What follows belongs to an exercise in optimizing a design on an open flow for small area and a short achievable clock period; a production flow would make more cautious choices.
Power is estimated from default activity; no workload was simulated.

## rev 12
// qu_front_end
module qu_front_end (
    input  logic                          clk,
    input  logic                          rst_n,
    input  logic                          redirect,
    input  logic [qu_pkg::pc_w-1:0]       redirect_pc,
    output logic [qu_pkg::pc_w-1:0]       imem_addr,
    input  logic [qu_pkg::instr_w-1:0]    imem_data,
    output logic [qu_pkg::preg_w-1:0]     rf_rd1_addr,
    output logic [qu_pkg::preg_w-1:0]     rf_rd2_addr,
    input  logic [qu_pkg::instr_w-1:0]    rf_rd1_data,
    input  logic [qu_pkg::instr_w-1:0]    rf_rd2_data,
    input  logic                          wb_valid,
    input  logic [qu_pkg::preg_w-1:0]     wb_preg,
    input  logic                          free_valid,
    input  logic [qu_pkg::preg_w-1:0]     free_preg,
    input  logic                          rs_credit,
    output logic                          rs_valid,
    output logic [qu_pkg::rs_entry_w-1:0] rs_entry
);
Size in the first run: about 1100 flip-flops.
export LEC_CHECK = 0
export CAP_MARGIN = 20
export CORE_MARGIN = 2
export CORE_UTILIZATION = 58
export CTS_CLUSTER_DIAMETER = 100
export CTS_CLUSTER_SIZE = 22
export SETUP_SLACK_MARGIN = 2.6
export SLEW_MARGIN = 20
export BUFFER_PORTS_ARGS = -inputs -buffer_cell sky130_fd_sc_hd__buf_1
export PRE_GLOBAL_PLACE_TCL = /design/flow/flow/pre_gpl.tcl
create_clock -name core_clock -period 5.0 [get_ports {clk}]
standard.sh (not shown) runs the stock make flow with config.mk's settings and CLKGATE_MAP_FILE= SYNTH_SCRIPT=/design/flow/synth_recipe.tcl, a recipe that flattens the netlist after the stock synthesis.
==> flow/flow/run.sh <==
#!/bin/bash
# Standard layout, with the port buffers chosen here: buf_1 on inputs and
# buf_2 on outputs, instead of the cell that buffer_ports picks by default.
set -euo pipefail
here=$(pwd)
cat > "$here/flow/pre_gpl.tcl" <<'TCL'
buffer_ports -outputs -buffer_cell sky130_fd_sc_hd__buf_2
TCL
cat >> config.mk <<EOC
export BUFFER_PORTS_ARGS = -inputs -buffer_cell sky130_fd_sc_hd__buf_1
export PRE_GLOBAL_PLACE_TCL = $here/flow/pre_gpl.tcl
EOC
bash standard.sh > standard_flow.log 2>&1
==> flow/flow/pre_gpl.tcl <==
buffer_ports -outputs -buffer_cell sky130_fd_sc_hd__buf_2
Modified inputs, rev 13 compared to rev 12
--- a/flow/design.v
+++ b/flow/design.v
@@ -145,19 +145,21 @@
         end
     end
     logic h_load;
     logic b_push;
     logic b_pop;
     assign h_load = take || d_empty;
     assign b_push = d_push && !d_empty && !(take && d_one);
     assign b_pop = take && d_many;
     always_ff @(posedge clk) begin
-        h_f <= h_f_nx;
+        if (h_load) begin
+            h_f <= h_next;
+        end
         for (int i = 0; i < 3; i++) begin
             if (d_fill && b_wp[i]) begin
                 b_f[i] <= d_in_f;
             end
         end
     end
     logic [1:0]  h_kind;
     logic [4:0]  h_rd;
     logic [4:0]  h_rs1;
@@ -234,24 +236,24 @@
         end else begin
             byp_rs1 <= take && (h_next[9:5] == h_rd);
             byp_rs2 <= take && (h_next[14:10] == h_rd);
         end
     end
     logic [31:1] h_rs1_oh;
     logic [31:1] h_rs2_oh;
     logic [5:0]  rat_rs1;
     logic [5:0]  rat_rs2;
-    logic [16:0] h_f_nx;
-    assign h_f_nx = h_load ? h_next : h_f;
     always_ff @(posedge clk) begin
-        for (int i = 1; i < 32; i++) begin
-            h_rs1_oh[i] <= (h_f_nx[9:5] == 5'(i));
-            h_rs2_oh[i] <= (h_f_nx[14:10] == 5'(i));
+        if (h_load) begin
+            for (int i = 1; i < 32; i++) begin
+                h_rs1_oh[i] <= (h_next[9:5] == 5'(i));
+                h_rs2_oh[i] <= (h_next[14:10] == 5'(i));
+            end
         end
     end
     always_comb begin
         rat_rs1 = '0;
         rat_rs2 = '0;
         for (int i = 1; i < 32; i++) begin
             rat_rs1 = rat_rs1 | ({6{h_rs1_oh[i]}} & rat[i]);
             rat_rs2 = rat_rs2 | ({6{h_rs2_oh[i]}} & rat[i]);
         end
==> run notes <==
Rev 13 gives more number of enable flip-flop cells after synthesis than rev 12 did. Source of the critical timing path = m_src2_p[0]$_SDFFCE_PP0N_: rev 12; source of the critical timing path = r_rdy1$_DFF_P_: rev 13. Rev 13 against rev 12: cell count went down by about 0.8%, routed wire length went up by 5100 um. Comparing rev 12 with rev 13, the via count came out essentially unchanged. End point of the critical path: rs_entry[43] -> rev 13, rf_rd2_addr[0] -> rev 12. From rev 12 to rev 13 the numbers moved as follows: internal power summed over all cells went up by about 5%; cell total after placement went down by 19; total non-filler cell area in the finished layout went up by 290 um^2; power went up by about 10%.
No run of this note included a check of the RTL's function; only the layout flow was run.

[what the ideal ports hide]
How much do the figures lean on ideal ports? The routed layouts below were timed once more, with nothing changed but the port constraints.
Step 1, drivers: a clkbuf_16 drives clk and a buf_2 each remaining input, both assumed.
Step 2, shift: input delay + t, output delay - t, t = (earliest + latest rising clock arrival at the registers) / 2. This alone moves slack from input paths to output paths.
a / b / c = ideal / step 1 / step 2; a / b = the first two.
run | t, ns | slack for setup (ns) | worst slew at a driven data input, ns
rev 12 | 0.725 | 2.498 / 2.432 / 1.983 | 0.08
rev 13 | 0.734 | 2.523 / 2.455 / 2.036 | 0.08
After both steps every run listed still meets setup and hold. For rev 12, which loses most, drivers alone change the setup slack by -0.066 ns; drivers and shift together by -0.515 ns.
